This design comes from an exercise in tuning for small area, a short achievable clock period and few clock cycles per item on the open sky130 flow, not from production work.
In this exercise RTL edits were held to simulation tests only and were not proved equivalent to the original.

## flow/design.v (module list and top-level ports; edited modules follow where they fit)
// module fxp_mul: 2256 lines
// module taylor_cos: 79 lines
module taylor_cos
(
   input  logic         clock,
   input  logic         reset,
   input  logic         start,
   input  logic [W-1:0] angle_in,
   output logic         ready_out,
   output logic [W-1:0] cos_out
);
  // ...
==> flow/flow/run.sh <==
#!/bin/bash
set -euo pipefail
bash standard.sh SETUP_SLACK_MARGIN=5.5 "BUFFER_PORTS_ARGS=-buffer_cell sky130_fd_sc_hd__buf_1" finish > flow.log 2>&1
==> flow/standard.sh <==
#!/bin/bash
# synth_recipe.tcl (not shown) runs the flow's synth.tcl, then flattens the netlist and writes it again
# the make line also repeats each setting of config.mk as NAME=value (left out here)
make -C /OpenROAD-flow-scripts/flow DESIGN_CONFIG=/design/flow/config.mk WORK_HOME=/design/flow/orfs CLKGATE_MAP_FILE= SYNTH_SCRIPT=/design/flow/synth_recipe.tcl "${@:-finish}"
==> flow/config.mk <==
export PLATFORM = sky130hd
export DESIGN_NAME = taylor_cos
export DESIGN_NICKNAME = taylor_cos
export VERILOG_FILES = /design/flow/design.v
export SDC_FILE = /design/flow/constraint.sdc
export NUM_CORES = 4
export LEC_CHECK = 0
export ABC_AREA = 1
export CAP_MARGIN = 20
export CORE_MARGIN = 2
export CORE_UTILIZATION = 40
export SLEW_MARGIN = 20
export SYNTH_HIERARCHICAL = 1
==> flow/constraint.sdc <==
create_clock -name core_clock -period 12.0 [get_ports {clock}]
set_input_delay 2.4000 -clock core_clock [delete_from_list [all_inputs] [get_ports {clock}]]
set_output_delay 2.4000 -clock core_clock [all_outputs]
set_load 0.01 [all_outputs]
==> key figures, run 1 <==
Run status
  • Outcome: timing/DRC/antenna clean

Routing
  • Post-route ant nets: 0
  • Via Count: 16500

Floorplan
  • Initial Utilization: between 40% and 50%
  • Die area: about 46000 um^2
  • Cell Rows: 77

Cells and area
  • Seq_cells: between 50 and 60
  • Sequential cell area: roughly 1600 um^2
  • Area occupied by multi-input gates: approximately 14000 um^2
  • Fraction of area in clock buffers and inverters: ~1.5%
  • Fraction of area in multi-input gates: a little over 70%
  • Biggest Area Class: multi-input gates

Job
  • Maximum Capacitance Violations: 0

Critical path
  • Crit-path slowest cell: inv_1
  • Crit end category: flip-flop
  • Setup Crit Path Kind: reg -> reg

Placement
  • Global placer's final weighted congestion: 0.949
  • Dpl ws: about 5.0 ns

Clock tree
  • Htree depth: 3
  • Setup Buffers After CTS: 21
  • CTS tree: built
  • Clock Tree Root: clkbuf_16

Global route
  • Busiest grt layer: met2

Timing
  • Slew headroom: a little under a quarter
  • Clk_skew: ~0.0046 ns

Yosys
  • Top cells by instance count after synthesis: 390 x inv_1, 306 x xor2_1, 287 x o22ai_1, 261 x fa_1, 258 x nand2_1
  • Syn nets: about 2600
Testbench counts, summed over its fixed seeds: cycles 3,072, items 512.
==> module taylor_cos, before the edit <==
module taylor_cos
(
   input  logic         clock,
   input  logic         reset,
   input  logic         start,
   input  logic [W-1:0] angle_in,
   output logic         ready_out,
   output logic [W-1:0] cos_out
);
   logic [4:0]  step_q;     
   logic        ready_q;
   logic [24:0] a_q;        
   logic [24:0] b_q;        
   logic        x23_q;      
   logic        idle;
   logic        accept;
   logic [24:0] s_row;
   logic        e_bit;
   logic [24:0] mul_p;
   logic [3:0]  t;
   logic [24:0] acc4;
   logic [23:0] x;
   assign x = {x23_q, a_q[22:0]};
   assign idle   = ~|step_q;
   assign accept = idle & start;
   fxp_mul u_mul (
      .a_in (a_q[23:0]),
      .b_in (b_q),
      .s_in (s_row),
      .e_in (e_bit),
      .p_c  (mul_p)
   );
   always_comb begin
      s_row = {1'b0, {23{x23_q}} & b_q[22:0], 1'b0};
      if (step_q[1]) s_row = 25'h1ffd27d;    
      if (step_q[2]) s_row = 25'h0055555;    
      if (step_q[3]) s_row = 25'h1c00000;    
      if (step_q[4]) s_row = 25'h0800000;    
   end
   assign e_bit = step_q[0] & x23_q;
   logic [7:0] c;
   assign c[0] = x >= 24'd2897;
   assign c[1] = x >= 24'd5931643;
   assign c[2] = x >= 24'd8388609;
   assign c[3] = x >= 24'd10273906;
   assign c[4] = x >= 24'd11863284;
   assign c[5] = x >= 24'd13263555;
   assign c[6] = x >= 24'd14529496;
   assign c[7] = x >= 24'd15693649;
   assign t[3] = c[7];
   assign t[2] = c[3] & ~c[7];
   assign t[1] = (c[1] & ~c[3]) | (c[5] & ~c[7]);
   assign t[0] = (c[0] & ~c[1]) | (c[2] & ~c[3]) | (c[4] & ~c[5]) | (c[6] & ~c[7]);
   assign acc4 = 25'd208 - {21'd0, t};
   always_ff @(posedge clock or posedge reset) begin
      if (reset) begin
         step_q  <= 5'd0;
         ready_q <= 1'b0;
      end else begin
         step_q <= {step_q[3:0], accept};
         if (accept)         ready_q <= 1'b0;
         else if (step_q[4]) ready_q <= 1'b1;
      end
   end
   always_ff @(posedge clock) begin
      if (accept) begin
         a_q   <= {2'b0, angle_in[22:0]};
         b_q   <= {2'b0, angle_in[22:0]};
         x23_q <= angle_in[23];
      end else if (step_q[0]) begin
         a_q <= acc4;
         b_q <= mul_p;
      end else if (!idle) begin
         a_q <= mul_p;
      end
   end
   assign ready_out = ready_q;
   assign cos_out   = a_q[24] ? {W{1'b0}} : a_q[W-1:0];
endmodule
==> run 2: changes to the inputs <==
--- a/flow/design.v
+++ b/flow/design.v
@@ -1939,329 +1939,209 @@
    assign g1_43 = g0[43] | (p0[43] & g0[42]);
    assign p1_43 = p0[43] & p0[42];
    logic g1_45, p1_45;
    assign g1_45 = g0[45] | (p0[45] & g0[44]);
    assign p1_45 = p0[45] & p0[44];
    logic g1_47, p1_47;
    assign g1_47 = g0[47] | (p0[47] & g0[46]);
    assign p1_47 = p0[47] & p0[46];
-   logic g2_2, p2_2;
-   assign g2_2 = g0[2] | (p0[2] & g1_1);
-   assign p2_2 = p0[2] & p1_1;
    logic g2_3, p2_3;
    assign g2_3 = g1_3 | (p1_3 & g1_1);
    assign p2_3 = p1_3 & p1_1;
-   logic g2_6, p2_6;
-   assign g2_6 = g0[6] | (p0[6] & g1_5);
-   assign p2_6 = p0[6] & p1_5;
    logic g2_7, p2_7;
    assign g2_7 = g1_7 | (p1_7 & g1_5);
    assign p2_7 = p1_7 & p1_5;
-   logic g2_10, p2_10;
-   assign g2_10 = g0[10] | (p0[10] & g1_9);
-   assign p2_10 = p0[10] & p1_9;
    logic g2_11, p2_11;
    assign g2_11 = g1_11 | (p1_11 & g1_9);
    assign p2_11 = p1_11 & p1_9;
-   logic g2_14, p2_14;
-   assign g2_14 = g0[14] | (p0[14] & g1_13);
-   assign p2_14 = p0[14] & p1_13;
    logic g2_15, p2_15;
    assign g2_15 = g1_15 | (p1_15 & g1_13);
    assign p2_15 = p1_15 & p1_13;
-   logic g2_18, p2_18;
-   assign g2_18 = g0[18] | (p0[18] & g1_17);
-   assign p2_18 = p0[18] & p1_17;
    logic g2_19, p2_19;
    assign g2_19 = g1_19 | (p1_19 & g1_17);
    assign p2_19 = p1_19 & p1_17;
-   logic g2_22, p2_22;
-   assign g2_22 = g0[22] | (p0[22] & g1_21);
-   assign p2_22 = p0[22] & p1_21;
    logic g2_23, p2_23;
    assign g2_23 = g1_23 | (p1_23 & g1_21);
    assign p2_23 = p1_23 & p1_21;
-   logic g2_26, p2_26;
-   assign g2_26 = g0[26] | (p0[26] & g1_25);
-   assign p2_26 = p0[26] & p1_25;
    logic g2_27, p2_27;
    assign g2_27 = g1_27 | (p1_27 & g1_25);
    assign p2_27 = p1_27 & p1_25;
-   logic g2_30, p2_30;
-   assign g2_30 = g0[30] | (p0[30] & g1_29);
-   assign p2_30 = p0[30] & p1_29;
    logic g2_31, p2_31;
    assign g2_31 = g1_31 | (p1_31 & g1_29);
    assign p2_31 = p1_31 & p1_29;
-   logic g2_34, p2_34;
-   assign g2_34 = g0[34] | (p0[34] & g1_33);
-   assign p2_34 = p0[34] & p1_33;
    logic g2_35, p2_35;
    assign g2_35 = g1_35 | (p1_35 & g1_33);
    assign p2_35 = p1_35 & p1_33;
-   logic g2_38, p2_38;
-   assign g2_38 = g0[38] | (p0[38] & g1_37);
-   assign p2_38 = p0[38] & p1_37;
    logic g2_39, p2_39;
    assign g2_39 = g1_39 | (p1_39 & g1_37);
    assign p2_39 = p1_39 & p1_37;
-   logic g2_42, p2_42;
-   assign g2_42 = g0[42] | (p0[42] & g1_41);
-   assign p2_42 = p0[42] & p1_41;
    logic g2_43, p2_43;
    assign g2_43 = g1_43 | (p1_43 & g1_41);
    assign p2_43 = p1_43 & p1_41;
-   logic g2_46, p2_46;
-   assign g2_46 = g0[46] | (p0[46] & g1_45);
-   assign p2_46 = p0[46] & p1_45;
    logic g2_47, p2_47;
    assign g2_47 = g1_47 | (p1_47 & g1_45);
    assign p2_47 = p1_47 & p1_45;
-   logic g3_4, p3_4;
-   assign g3_4 = g0[4] | (p0[4] & g2_3);
-   assign p3_4 = p0[4] & p2_3;
-   logic g3_5, p3_5;
-   assign g3_5 = g1_5 | (p1_5 & g2_3);
-   assign p3_5 = p1_5 & p2_3;
-   logic g3_6, p3_6;
-   assign g3_6 = g2_6 | (p2_6 & g2_3);
-   assign p3_6 = p2_6 & p2_3;
    logic g3_7, p3_7;
    assign g3_7 = g2_7 | (p2_7 & g2_3);
    assign p3_7 = p2_7 & p2_3;
-   logic g3_12, p3_12;
-   assign g3_12 = g0[12] | (p0[12] & g2_11);
-   assign p3_12 = p0[12] & p2_11;
-   logic g3_13, p3_13;
-   assign g3_13 = g1_13 | (p1_13 & g2_11);
-   assign p3_13 = p1_13 & p2_11;
-   logic g3_14, p3_14;
-   assign g3_14 = g2_14 | (p2_14 & g2_11);
-   assign p3_14 = p2_14 & p2_11;
    logic g3_15, p3_15;
    assign g3_15 = g2_15 | (p2_15 & g2_11);
    assign p3_15 = p2_15 & p2_11;
-   logic g3_20, p3_20;
-   assign g3_20 = g0[20] | (p0[20] & g2_19);
-   assign p3_20 = p0[20] & p2_19;
-   logic g3_21, p3_21;
-   assign g3_21 = g1_21 | (p1_21 & g2_19);
-   assign p3_21 = p1_21 & p2_19;
-   logic g3_22, p3_22;
-   assign g3_22 = g2_22 | (p2_22 & g2_19);
-   assign p3_22 = p2_22 & p2_19;
    logic g3_23, p3_23;
    assign g3_23 = g2_23 | (p2_23 & g2_19);
    assign p3_23 = p2_23 & p2_19;
-   logic g3_28, p3_28;
-   assign g3_28 = g0[28] | (p0[28] & g2_27);
-   assign p3_28 = p0[28] & p2_27;
-   logic g3_29, p3_29;
-   assign g3_29 = g1_29 | (p1_29 & g2_27);
-   assign p3_29 = p1_29 & p2_27;
-   logic g3_30, p3_30;
-   assign g3_30 = g2_30 | (p2_30 & g2_27);
-   assign p3_30 = p2_30 & p2_27;
    logic g3_31, p3_31;
    assign g3_31 = g2_31 | (p2_31 & g2_27);
    assign p3_31 = p2_31 & p2_27;
-   logic g3_36, p3_36;
-   assign g3_36 = g0[36] | (p0[36] & g2_35);
-   assign p3_36 = p0[36] & p2_35;
-   logic g3_37, p3_37;
-   assign g3_37 = g1_37 | (p1_37 & g2_35);
-   assign p3_37 = p1_37 & p2_35;
-   logic g3_38, p3_38;
-   assign g3_38 = g2_38 | (p2_38 & g2_35);
-   assign p3_38 = p2_38 & p2_35;
    logic g3_39, p3_39;
    assign g3_39 = g2_39 | (p2_39 & g2_35);
    assign p3_39 = p2_39 & p2_35;
-   logic g3_44, p3_44;
-   assign g3_44 = g0[44] | (p0[44] & g2_43);
-   assign p3_44 = p0[44] & p2_43;
-   logic g3_45, p3_45;
-   assign g3_45 = g1_45 | (p1_45 & g2_43);
-   assign p3_45 = p1_45 & p2_43;
-   logic g3_46, p3_46;
-   assign g3_46 = g2_46 | (p2_46 & g2_43);
-   assign p3_46 = p2_46 & p2_43;
    logic g3_47, p3_47;
    assign g3_47 = g2_47 | (p2_47 & g2_43);
    assign p3_47 = p2_47 & p2_43;
-   logic g4_8, p4_8;
-   assign g4_8 = g0[8] | (p0[8] & g3_7);
-   assign p4_8 = p0[8] & p3_7;
-   logic g4_9, p4_9;
-   assign g4_9 = g1_9 | (p1_9 & g3_7);
-   assign p4_9 = p1_9 & p3_7;
-   logic g4_10, p4_10;
-   assign g4_10 = g2_10 | (p2_10 & g3_7);
-   assign p4_10 = p2_10 & p3_7;
-   logic g4_11, p4_11;
-   assign g4_11 = g2_11 | (p2_11 & g3_7);
-   assign p4_11 = p2_11 & p3_7;
-   logic g4_12, p4_12;
-   assign g4_12 = g3_12 | (p3_12 & g3_7);
-   assign p4_12 = p3_12 & p3_7;
-   logic g4_13, p4_13;
-   assign g4_13 = g3_13 | (p3_13 & g3_7);
-   assign p4_13 = p3_13 & p3_7;
-   logic g4_14, p4_14;
-   assign g4_14 = g3_14 | (p3_14 & g3_7);
-   assign p4_14 = p3_14 & p3_7;
    logic g4_15, p4_15;
    assign g4_15 = g3_15 | (p3_15 & g3_7);
    assign p4_15 = p3_15 & p3_7;
-   logic g4_24, p4_24;
-   assign g4_24 = g0[24] | (p0[24] & g3_23);
-   assign p4_24 = p0[24] & p3_23;
-   logic g4_25, p4_25;
-   assign g4_25 = g1_25 | (p1_25 & g3_23);
-   assign p4_25 = p1_25 & p3_23;
-   logic g4_26, p4_26;
-   assign g4_26 = g2_26 | (p2_26 & g3_23);
-   assign p4_26 = p2_26 & p3_23;
-   logic g4_27, p4_27;
-   assign g4_27 = g2_27 | (p2_27 & g3_23);
-   assign p4_27 = p2_27 & p3_23;
-   logic g4_28, p4_28;
-   assign g4_28 = g3_28 | (p3_28 & g3_23);
-   assign p4_28 = p3_28 & p3_23;
-   logic g4_29, p4_29;
-   assign g4_29 = g3_29 | (p3_29 & g3_23);
-   assign p4_29 = p3_29 & p3_23;
-   logic g4_30, p4_30;
-   assign g4_30 = g3_30 | (p3_30 & g3_23);
-   assign p4_30 = p3_30 & p3_23;
    logic g4_31, p4_31;
    assign g4_31 = g3_31 | (p3_31 & g3_23);
    assign p4_31 = p3_31 & p3_23;
-   logic g4_40, p4_40;
-   assign g4_40 = g0[40] | (p0[40] & g3_39);
-   assign p4_40 = p0[40] & p3_39;
-   logic g4_41, p4_41;
-   assign g4_41 = g1_41 | (p1_41 & g3_39);
-   assign p4_41 = p1_41 & p3_39;
-   logic g4_42, p4_42;
-   assign g4_42 = g2_42 | (p2_42 & g3_39);
-   assign p4_42 = p2_42 & p3_39;
-   logic g4_43, p4_43;
-   assign g4_43 = g2_43 | (p2_43 & g3_39);
-   assign p4_43 = p2_43 & p3_39;
-   logic g4_44, p4_44;
-   assign g4_44 = g3_44 | (p3_44 & g3_39);
-   assign p4_44 = p3_44 & p3_39;
-   logic g4_45, p4_45;
-   assign g4_45 = g3_45 | (p3_45 & g3_39);
-   assign p4_45 = p3_45 & p3_39;
-   logic g4_46, p4_46;
-   assign g4_46 = g3_46 | (p3_46 & g3_39);
-   assign p4_46 = p3_46 & p3_39;
    logic g4_47, p4_47;
    assign g4_47 = g3_47 | (p3_47 & g3_39);
    assign p4_47 = p3_47 & p3_39;
-   logic g5_16, p5_16;
-   assign g5_16 = g0[16] | (p0[16] & g4_15);
-   assign p5_16 = p0[16] & p4_15;
-   logic g5_17, p5_17;
-   assign g5_17 = g1_17 | (p1_17 & g4_15);
-   assign p5_17 = p1_17 & p4_15;
-   logic g5_18, p5_18;
-   assign g5_18 = g2_18 | (p2_18 & g4_15);
-   assign p5_18 = p2_18 & p4_15;
-   logic g5_19, p5_19;
-   assign g5_19 = g2_19 | (p2_19 & g4_15);
-   assign p5_19 = p2_19 & p4_15;
-   logic g5_20, p5_20;
-   assign g5_20 = g3_20 | (p3_20 & g4_15);
-   assign p5_20 = p3_20 & p4_15;
-   logic g5_21, p5_21;
-   assign g5_21 = g3_21 | (p3_21 & g4_15);
-   assign p5_21 = p3_21 & p4_15;
-   logic g5_22, p5_22;
-   assign g5_22 = g3_22 | (p3_22 & g4_15);
-   assign p5_22 = p3_22 & p4_15;
-   logic g5_23, p5_23;
-   assign g5_23 = g3_23 | (p3_23 & g4_15);
-   assign p5_23 = p3_23 & p4_15;
-   logic g5_24, p5_24;
-   assign g5_24 = g4_24 | (p4_24 & g4_15);
-   assign p5_24 = p4_24 & p4_15;
-   logic g5_25, p5_25;
-   assign g5_25 = g4_25 | (p4_25 & g4_15);
-   assign p5_25 = p4_25 & p4_15;
-   logic g5_26, p5_26;
-   assign g5_26 = g4_26 | (p4_26 & g4_15);
-   assign p5_26 = p4_26 & p4_15;
-   logic g5_27, p5_27;
-   assign g5_27 = g4_27 | (p4_27 & g4_15);
-   assign p5_27 = p4_27 & p4_15;
-   logic g5_28, p5_28;
-   assign g5_28 = g4_28 | (p4_28 & g4_15);
-   assign p5_28 = p4_28 & p4_15;
-   logic g5_29, p5_29;
-   assign g5_29 = g4_29 | (p4_29 & g4_15);
-   assign p5_29 = p4_29 & p4_15;
-   logic g5_30, p5_30;
-   assign g5_30 = g4_30 | (p4_30 & g4_15);
-   assign p5_30 = p4_30 & p4_15;
    logic g5_31, p5_31;
    assign g5_31 = g4_31 | (p4_31 & g4_15);
    assign p5_31 = p4_31 & p4_15;
-   logic g6_32, p6_32;
-   assign g6_32 = g0[32] | (p0[32] & g5_31);
-   assign p6_32 = p0[32] & p5_31;
-   logic g6_33, p6_33;
-   assign g6_33 = g1_33 | (p1_33 & g5_31);
-   assign p6_33 = p1_33 & p5_31;
-   logic g6_34, p6_34;
-   assign g6_34 = g2_34 | (p2_34 & g5_31);
-   assign p6_34 = p2_34 & p5_31;
-   logic g6_35, p6_35;
-   assign g6_35 = g2_35 | (p2_35 & g5_31);
-   assign p6_35 = p2_35 & p5_31;
-   logic g6_36, p6_36;
-   assign g6_36 = g3_36 | (p3_36 & g5_31);
-   assign p6_36 = p3_36 & p5_31;
-   logic g6_37, p6_37;
-   assign g6_37 = g3_37 | (p3_37 & g5_31);
-   assign p6_37 = p3_37 & p5_31;
-   logic g6_38, p6_38;
-   assign g6_38 = g3_38 | (p3_38 & g5_31);
-   assign p6_38 = p3_38 & p5_31;
-   logic g6_39, p6_39;
-   assign g6_39 = g3_39 | (p3_39 & g5_31);
-   assign p6_39 = p3_39 & p5_31;
-   logic g6_40, p6_40;
-   assign g6_40 = g4_40 | (p4_40 & g5_31);
-   assign p6_40 = p4_40 & p5_31;
-   logic g6_41, p6_41;
-   assign g6_41 = g4_41 | (p4_41 & g5_31);
-   assign p6_41 = p4_41 & p5_31;
-   logic g6_42, p6_42;
-   assign g6_42 = g4_42 | (p4_42 & g5_31);
-   assign p6_42 = p4_42 & p5_31;
-   logic g6_43, p6_43;
-   assign g6_43 = g4_43 | (p4_43 & g5_31);
-   assign p6_43 = p4_43 & p5_31;
-   logic g6_44, p6_44;
-   assign g6_44 = g4_44 | (p4_44 & g5_31);
-   assign p6_44 = p4_44 & p5_31;
-   logic g6_45, p6_45;
-   assign g6_45 = g4_45 | (p4_45 & g5_31);
-   assign p6_45 = p4_45 & p5_31;
-   logic g6_46, p6_46;
-   assign g6_46 = g4_46 | (p4_46 & g5_31);
-   assign p6_46 = p4_46 & p5_31;
-   logic g6_47, p6_47;
-   assign g6_47 = g4_47 | (p4_47 & g5_31);
-   assign p6_47 = p4_47 & p5_31;
-   assign p_c = {(p0[47] ^ g6_46), (p0[46] ^ g6_45), (p0[45] ^ g6_44), (p0[44] ^ g6_43), (p0[43] ^ g6_42), (p0[42] ^ g6_41), (p0[41] ^ g6_40), (p0[40] ^ g6_39), (p0[39] ^ g6_38), (p0[38] ^ g6_37), (p0[37] ^ g6_36), (p0[36] ^ g6_35), (p0[35] ^ g6_34), (p0[34] ^ g6_33), (p0[33] ^ g6_32), (p0[32] ^ g5_31), (p0[31] ^ g5_30), (p0[30] ^ g5_29), (p0[29] ^ g5_28), (p0[28] ^ g5_27), (p0[27] ^ g5_26), (p0[26] ^ g5_25), (p0[25] ^ g5_24), (p0[24] ^ g5_23), (p0[23] ^ g5_22)};
+   logic g7_47, p7_47;
+   assign g7_47 = g4_47 | (p4_47 & g5_31);
+   assign p7_47 = p4_47 & p5_31;
+   logic g8_23, p8_23;
+   assign g8_23 = g3_23 | (p3_23 & g4_15);
+   assign p8_23 = p3_23 & p4_15;
+   logic g8_39, p8_39;
+   assign g8_39 = g3_39 | (p3_39 & g5_31);
+   assign p8_39 = p3_39 & p5_31;
+   logic g9_11, p9_11;
+   assign g9_11 = g2_11 | (p2_11 & g3_7);
+   assign p9_11 = p2_11 & p3_7;
+   logic g9_19, p9_19;
+   assign g9_19 = g2_19 | (p2_19 & g4_15);
+   assign p9_19 = p2_19 & p4_15;
+   logic g9_27, p9_27;
+   assign g9_27 = g2_27 | (p2_27 & g8_23);
+   assign p9_27 = p2_27 & p8_23;
+   logic g9_35, p9_35;
+   assign g9_35 = g2_35 | (p2_35 & g5_31);
+   assign p9_35 = p2_35 & p5_31;
+   logic g9_43, p9_43;
+   assign g9_43 = g2_43 | (p2_43 & g8_39);
+   assign p9_43 = p2_43 & p8_39;
+   logic g10_5, p10_5;
+   assign g10_5 = g1_5 | (p1_5 & g2_3);
+   assign p10_5 = p1_5 & p2_3;
+   logic g10_9, p10_9;
+   assign g10_9 = g1_9 | (p1_9 & g3_7);
+   assign p10_9 = p1_9 & p3_7;
+   logic g10_13, p10_13;
+   assign g10_13 = g1_13 | (p1_13 & g9_11);
+   assign p10_13 = p1_13 & p9_11;
+   logic g10_17, p10_17;
+   assign g10_17 = g1_17 | (p1_17 & g4_15);
+   assign p10_17 = p1_17 & p4_15;
+   logic g10_21, p10_21;
+   assign g10_21 = g1_21 | (p1_21 & g9_19);
+   assign p10_21 = p1_21 & p9_19;
+   logic g10_25, p10_25;
+   assign g10_25 = g1_25 | (p1_25 & g8_23);
+   assign p10_25 = p1_25 & p8_23;
+   logic g10_29, p10_29;
+   assign g10_29 = g1_29 | (p1_29 & g9_27);
+   assign p10_29 = p1_29 & p9_27;
+   logic g10_33, p10_33;
+   assign g10_33 = g1_33 | (p1_33 & g5_31);
+   assign p10_33 = p1_33 & p5_31;
+   logic g10_37, p10_37;
+   assign g10_37 = g1_37 | (p1_37 & g9_35);
+   assign p10_37 = p1_37 & p9_35;
+   logic g10_41, p10_41;
+   assign g10_41 = g1_41 | (p1_41 & g8_39);
+   assign p10_41 = p1_41 & p8_39;
+   logic g10_45, p10_45;
+   assign g10_45 = g1_45 | (p1_45 & g9_43);
+   assign p10_45 = p1_45 & p9_43;
+   logic g11_2, p11_2;
+   assign g11_2 = g0[2] | (p0[2] & g1_1);
+   assign p11_2 = p0[2] & p1_1;
+   logic g11_4, p11_4;
+   assign g11_4 = g0[4] | (p0[4] & g2_3);
+   assign p11_4 = p0[4] & p2_3;
+   logic g11_6, p11_6;
+   assign g11_6 = g0[6] | (p0[6] & g10_5);
+   assign p11_6 = p0[6] & p10_5;
+   logic g11_8, p11_8;
+   assign g11_8 = g0[8] | (p0[8] & g3_7);
+   assign p11_8 = p0[8] & p3_7;
+   logic g11_10, p11_10;
+   assign g11_10 = g0[10] | (p0[10] & g10_9);
+   assign p11_10 = p0[10] & p10_9;
+   logic g11_12, p11_12;
+   assign g11_12 = g0[12] | (p0[12] & g9_11);
+   assign p11_12 = p0[12] & p9_11;
+   logic g11_14, p11_14;
+   assign g11_14 = g0[14] | (p0[14] & g10_13);
+   assign p11_14 = p0[14] & p10_13;
+   logic g11_16, p11_16;
+   assign g11_16 = g0[16] | (p0[16] & g4_15);
+   assign p11_16 = p0[16] & p4_15;
+   logic g11_18, p11_18;
+   assign g11_18 = g0[18] | (p0[18] & g10_17);
+   assign p11_18 = p0[18] & p10_17;
+   logic g11_20, p11_20;
+   assign g11_20 = g0[20] | (p0[20] & g9_19);
+   assign p11_20 = p0[20] & p9_19;
+   logic g11_22, p11_22;
+   assign g11_22 = g0[22] | (p0[22] & g10_21);
+   assign p11_22 = p0[22] & p10_21;
+   logic g11_24, p11_24;
+   assign g11_24 = g0[24] | (p0[24] & g8_23);
+   assign p11_24 = p0[24] & p8_23;
+   logic g11_26, p11_26;
+   assign g11_26 = g0[26] | (p0[26] & g10_25);
+   assign p11_26 = p0[26] & p10_25;
+   logic g11_28, p11_28;
+   assign g11_28 = g0[28] | (p0[28] & g9_27);
+   assign p11_28 = p0[28] & p9_27;
+   logic g11_30, p11_30;
+   assign g11_30 = g0[30] | (p0[30] & g10_29);
+   assign p11_30 = p0[30] & p10_29;
+   logic g11_32, p11_32;
+   assign g11_32 = g0[32] | (p0[32] & g5_31);
+   assign p11_32 = p0[32] & p5_31;
+   logic g11_34, p11_34;
+   assign g11_34 = g0[34] | (p0[34] & g10_33);
+   assign p11_34 = p0[34] & p10_33;
+   logic g11_36, p11_36;
+   assign g11_36 = g0[36] | (p0[36] & g9_35);
+   assign p11_36 = p0[36] & p9_35;
+   logic g11_38, p11_38;
+   assign g11_38 = g0[38] | (p0[38] & g10_37);
+   assign p11_38 = p0[38] & p10_37;
+   logic g11_40, p11_40;
+   assign g11_40 = g0[40] | (p0[40] & g8_39);
+   assign p11_40 = p0[40] & p8_39;
+   logic g11_42, p11_42;
+   assign g11_42 = g0[42] | (p0[42] & g10_41);
+   assign p11_42 = p0[42] & p10_41;
+   logic g11_44, p11_44;
+   assign g11_44 = g0[44] | (p0[44] & g9_43);
+   assign p11_44 = p0[44] & p9_43;
+   logic g11_46, p11_46;
+   assign g11_46 = g0[46] | (p0[46] & g10_45);
+   assign p11_46 = p0[46] & p10_45;
+   assign p_c = {(p0[47] ^ g11_46), (p0[46] ^ g10_45), (p0[45] ^ g11_44), (p0[44] ^ g9_43), (p0[43] ^ g11_42), (p0[42] ^ g10_41), (p0[41] ^ g11_40), (p0[40] ^ g8_39), (p0[39] ^ g11_38), (p0[38] ^ g10_37), (p0[37] ^ g11_36), (p0[36] ^ g9_35), (p0[35] ^ g11_34), (p0[34] ^ g10_33), (p0[33] ^ g11_32), (p0[32] ^ g5_31), (p0[31] ^ g11_30), (p0[30] ^ g10_29), (p0[29] ^ g11_28), (p0[28] ^ g9_27), (p0[27] ^ g11_26), (p0[26] ^ g10_25), (p0[25] ^ g11_24), (p0[24] ^ g8_23), (p0[23] ^ g11_22)};
 endmodule
 import taylor_pkg::*;
 module taylor_cos
 (
    input  logic         clock,
    input  logic         reset,
    input  logic         start,
    input  logic [W-1:0] angle_in,
@@ -2275,18 +2155,16 @@
    logic        x23_q;      
    logic        idle;
    logic        accept;
    logic [24:0] s_row;
    logic        e_bit;
    logic [24:0] mul_p;
    logic [3:0]  t;
    logic [24:0] acc4;
-   logic [23:0] x;
-   assign x = {x23_q, a_q[22:0]};
    assign idle   = ~|step_q;
    assign accept = idle & start;
    fxp_mul u_mul (
       .a_in (a_q[23:0]),
       .b_in (b_q),
       .s_in (s_row),
       .e_in (e_bit),
       .p_c  (mul_p)
@@ -2294,30 +2172,30 @@
    always_comb begin
       s_row = {1'b0, {23{x23_q}} & b_q[22:0], 1'b0};
       if (step_q[1]) s_row = 25'h1ffd27d;    
       if (step_q[2]) s_row = 25'h0055555;    
       if (step_q[3]) s_row = 25'h1c00000;    
       if (step_q[4]) s_row = 25'h0800000;    
    end
    assign e_bit = step_q[0] & x23_q;
-   logic [7:0] c;
-   assign c[0] = x >= 24'd2897;
-   assign c[1] = x >= 24'd5931643;
-   assign c[2] = x >= 24'd8388609;
-   assign c[3] = x >= 24'd10273906;
-   assign c[4] = x >= 24'd11863284;
-   assign c[5] = x >= 24'd13263555;
-   assign c[6] = x >= 24'd14529496;
-   assign c[7] = x >= 24'd15693649;
-   assign t[3] = c[7];
-   assign t[2] = c[3] & ~c[7];
-   assign t[1] = (c[1] & ~c[3]) | (c[5] & ~c[7]);
-   assign t[0] = (c[0] & ~c[1]) | (c[2] & ~c[3]) | (c[4] & ~c[5]) | (c[6] & ~c[7]);
-   assign acc4 = 25'd208 - {21'd0, t};
+   logic [23:0] x;
+   assign x = {x23_q, a_q[22:0]};
+   always_comb begin
+      t = 4'd0;
+      if (x >= 24'd2897)     t = t + 4'd1;
+      if (x >= 24'd5931643)  t = t + 4'd1;
+      if (x >= 24'd8388609)  t = t + 4'd1;
+      if (x >= 24'd10273906) t = t + 4'd1;
+      if (x >= 24'd11863284) t = t + 4'd1;
+      if (x >= 24'd13263555) t = t + 4'd1;
+      if (x >= 24'd14529496) t = t + 4'd1;
+      if (x >= 24'd15693649) t = t + 4'd1;
+      acc4 = 25'd208 - {21'd0, t};
+   end
    always_ff @(posedge clock or posedge reset) begin
       if (reset) begin
          step_q  <= 5'd0;
          ready_q <= 1'b0;
       end else begin
          step_q <= {step_q[3:0], accept};
          if (accept)         ready_q <= 1'b0;
          else if (step_q[4]) ready_q <= 1'b1;
==> flow/flow/run.sh (replaced) <==
#!/bin/bash
set -euo pipefail
bash standard.sh SETUP_SLACK_MARGIN=5.5 finish > flow.log 2>&1
==> run 2 against run 1 <==
Effect of this change: still clean on timing, DRC and antenna; cell count rose by 3.2%; largest cell class unchanged; synthesized cell count fell by 1.4%; non-clock buffer count up 95; global-route usage increased by 2.7 points; register-to-register slack got worse by 0.15 ns.
==> key figures, run 2 <==
Cells and area
  • Layout cell share with drive strength beyond 1: 22.0% (was 11.1%)
  • Biggest registers after layout: a_q (25), b_q (25), step_q (5) (unchanged)
  • NumNets Final: 2729 (was 2630)
  • ANT cells: 0 (unchanged)
  • Leading cell type in the layout, fill and taps excluded: inv_1 (unchanged)
  • Most frequent cells in the layout: 350 x inv_1, 303 x xor2_1, 235 x o22ai_1 (was 381 x inv_1, 304 x xor2_1, 286 x o22ai_1)
  • Synth-to-layout area growth: 22.0% (was 10.1%)
  • Post-layout util: 49.2% (was 44.6%)
  • Layout filler cell count: 4256 (was 4511)

Timing
  • Hold Fails Final Rpt: 0 (unchanged)
  • Final setup fails: 0 (unchanged)
  • Fin. max-slew vios: 0 (unchanged)
  • Crit path time final: 6.52 ns (was 6.37 ns)
  • Actual slew at the worst max-slew pin: 0.869 ns (was 1.16 ns)
  • Setup_tns: 0 ns (unchanged)
  • Slew headroom: 42.0% (was 22.6%)
  • Clk_skew: 0.00764 ns (was 0.00462 ns)
  • Final worst path period share: 54.3% (was 53.1%)
  • RSZ-0062 raised after global routing: true (unchanged)
  • Fmax: 0.153 GHz (was 0.157 GHz)

Routing
  • Starting DRT DRC Count: 2168 (was 1627)
  • DRC errors left: 0 (unchanged)
  • Post-DR wirelength/cell: 24.0 um (was 21.7 um)
  • Post-route ant nets: 0 (unchanged)
  • Via Count: 17400 (was 16500)
  • Vias/cell: 5.91 (was 5.76)
  • Drt first pass iters: 8 (unchanged)
  • WL final: 70900 um (was 62100 um)

Critical path
  • Crit-path slowest cell: edfxtp_1 (was inv_1)
  • Delay-heaviest family, CP: adder cells (unchanged)
  • Cell mode on critical path: nand2_2 (was fa_1)
  • CP max FO: 13 (was 24)
  • Setup Crit Path Kind: reg -> reg (unchanged)
  • Arrival @ worst endpoint: 6.73 ns (was 6.55 ns)
  • Crit end category: flip-flop (unchanged)
  • CP startpoint kind: flip-flop (unchanged)
  • Buf/Inv on CP: 4 (unchanged)
  • Critical path required time: 12.21 ns (was 12.18 ns)
  • Largest stage delay, worst path: 0.54 ns (was 0.84 ns)

Placement
  • DP HPWL: 44400 um (was 43100 um)
  • I/O Buffers: 51 (unchanged)
  • Global placer's final weighted congestion: 0.940 (was 0.949)

Clock tree
  • Hold Buf Count CTS: 0 (unchanged)
  • Clock Tree Root: clkbuf_16 (unchanged)
  • Clock slew at reported path FFs: 0.06 ns (was 0.05 ns)
  • Max clock buf depth: 2 (unchanged)
  • Worst-skew pair later-pin latency: 0.35 ns (about the same)
  • CTS tree: built (unchanged)
  • Clock sinks: 57 (unchanged)
  • CTS buffer count: 9 (unchanged)
  • Htree depth: 3 (unchanged)

Yosys
  • Syn nets: 2602 (was 2617)
  • Register area share after synthesis: 9.01% (was 9.19%)
  • Top cells by instance count after synthesis: 370 x inv_1, 317 x xor2_1, 272 x fa_1, 265 x o22ai_1, 229 x nand2_1 (was 390 x inv_1, 306 x xor2_1, 287 x o22ai_1, 261 x fa_1, 258 x nand2_1)
  • Mean post-synth cell area: 8.23 um^2 (was 7.95 um^2)
  • Top cell type's share of synthesized area: 29.9% (was 29.2%)
  • Synth async-reset ratio: 10.5% (unchanged)
  • Most common cell in the netlist: inv_1 (unchanged)
  • Post-Syn Area: 18200 um^2 (was 17900 um^2)
  • Synth Instances: 2215 (was 2247)
  • Ys Warns: 7 (unchanged)
  • #FFs+latches synth: 57 (unchanged)
  • Leading area contributor after synthesis: fa_1 (unchanged)
  • Post-synth EDFFs: 47 (unchanged)
  • Synth top area cells: fa_1 30%, xor2_1 15%, o22ai_1 9.1% (was fa_1 29%, xor2_1 15%, o22ai_1 10%)
  • Most used DFF post-synth: edfxtp_1 (unchanged)
  • Unique cell type count in the Yosys netlist: 52 (was 48)

Run status
  • Outcome: timing/DRC/antenna clean (unchanged)

Floorplan
  • Core region area: 45200 um^2 (was 44100 um^2)
  • Initial Utilization: 40.3% (was 40.5%)
  • Ports: 52 (unchanged)
  • Die Width: 217 um (was 215 um)
  • Cell Rows: 78 (was 77)
  • Die area: 47300 um^2 (was 46400 um^2)
  • Die height: 217 um (was 215 um)

Global route
  • Vias in the first global route: 17700 (was 16800)
  • Antenna violations before repair: 1 (unchanged)
  • GR Util All Layers: 29.4% (was 26.6%)
  • Global route total overflow: 0 (unchanged)
  • Pin count of the biggest net entering global routing: 44 (was 67)
  • First-pass GRT wire length: 106000 um (was 95600 um)

Job
  • Maximum Capacitance Violations: 0 (unchanged)

Min path
  • Worst Hold Class: reg -> reg (unchanged)
## run 2: metal layers
layer	GRT usage, %	share of wire (%)
met5	0	0.045
met4	15.8	7.0
met3	9.09	13
met2	44.9	43
met1	37.1	37
## run 2: timing repair
item | 4_1_cts | 5_1_grt
gates cloned | 16 | 9
hold endpoints to repair | 0 | 0
setup endpoints to repair | 50 | 42
pin swaps | 48 | 68
setup buffers | 73 | 68
gates resized for setup | 161 | 152
## run 2: through the flow
stage / setup WS [ns] / cells / area, um^2 / hold WS, ns
floorplan: 5.77 / 2215 / 18200 / 0.349
global route: 5.21 / 2947 / 22200 / 0.438
global placement: 4.32 / 2765 / 19200 / 0.408
finish: 5.48 / 2947 / 22200 / 0.417
CTS: 5.49 / 2870 / 20900 / 0.416
detailed placement: 4.29 / 2765 / 19200 / 0.410
## run 2: kinds of logic after synthesis
| group | count (synthesis) | synth area share [%] |
|---|---|---|
| DFF | 57 | 9.01 |
| muxes | 3 | 0.165 |
| and+or+nand+nor | 492 | 11.9 |
| AOI/OAI and AO/OA | 430 | 15.4 |
| xor gates and xnor gates | 324 | 15.6 |
| buffers and inverters | 549 | 12.1 |
| adders and majority gates | 360 | 35.9 |
## run 2: layout make-up
class                           count  area (um^2)  share of cell area, %
Multi-Input combinational cell   1614        15300                   69.0
Timing Repair Buffer              240         2390                   10.7
Tap cell                          600          751                   3.38
Inverter                          403         1690                   7.59
Sequential cell                    57         1650                   7.41
Clock inverter                      3         18.8                 0.0844
Timing Repair inverter             17          116                  0.523
Clock buffer                       13          293                   1.32
## run 2: worst paths after layout
kind	start	end	slack [ns]	cells past startpoint
max	a_q[15]	a_q[24]	5.48	30
min	step_q[2]	step_q[3]	0.42	0
max reg2reg	a_q[15]	a_q[24]	5.48	30
min reg2reg	step_q[2]	step_q[3]	0.42	0
max in group asynchronous	reset	step_q[1]	9.55	2
min in group asynchronous	reset	ready_q	2.25	2
## run 2: per-module statistics from Yosys, one instance, submodules excluded
module	cells	cell area, um^2	times used
fxp_mul	1603	14000	1
taylor_cos	612	4270	1
Testbench counts of run 2, summed over its fixed seeds: cycles 3,072, items 512.

afterwards: timing with drivers on the ports:
The flow's constraints put no driver on any port. The routed layouts listed below were extracted and timed again, unchanged, in two steps.
Step 1 sets driving cells, clkbuf_16 on the clock port and buf_2 on the other inputs (assumed; they add their load-dependent delay and slew).
Step 2 moves the port delays by t, midway between the first and last clock arrival at a register: inputs arrive t later, outputs are due t later. That takes back most of the time a late clock gives input paths.
Three values: ideal, step 1, step 2; two values: the first two.
run | t, ns | setup WS [ns] | worst slew at a driven data input, ns
run 1 | 0.390 | 5.629 / 5.629 / 5.629 | 0.03
run 2 | 0.394 | 5.482 / 5.482 / 5.482 | 0.05
After both steps setup and hold are still met in every run listed.
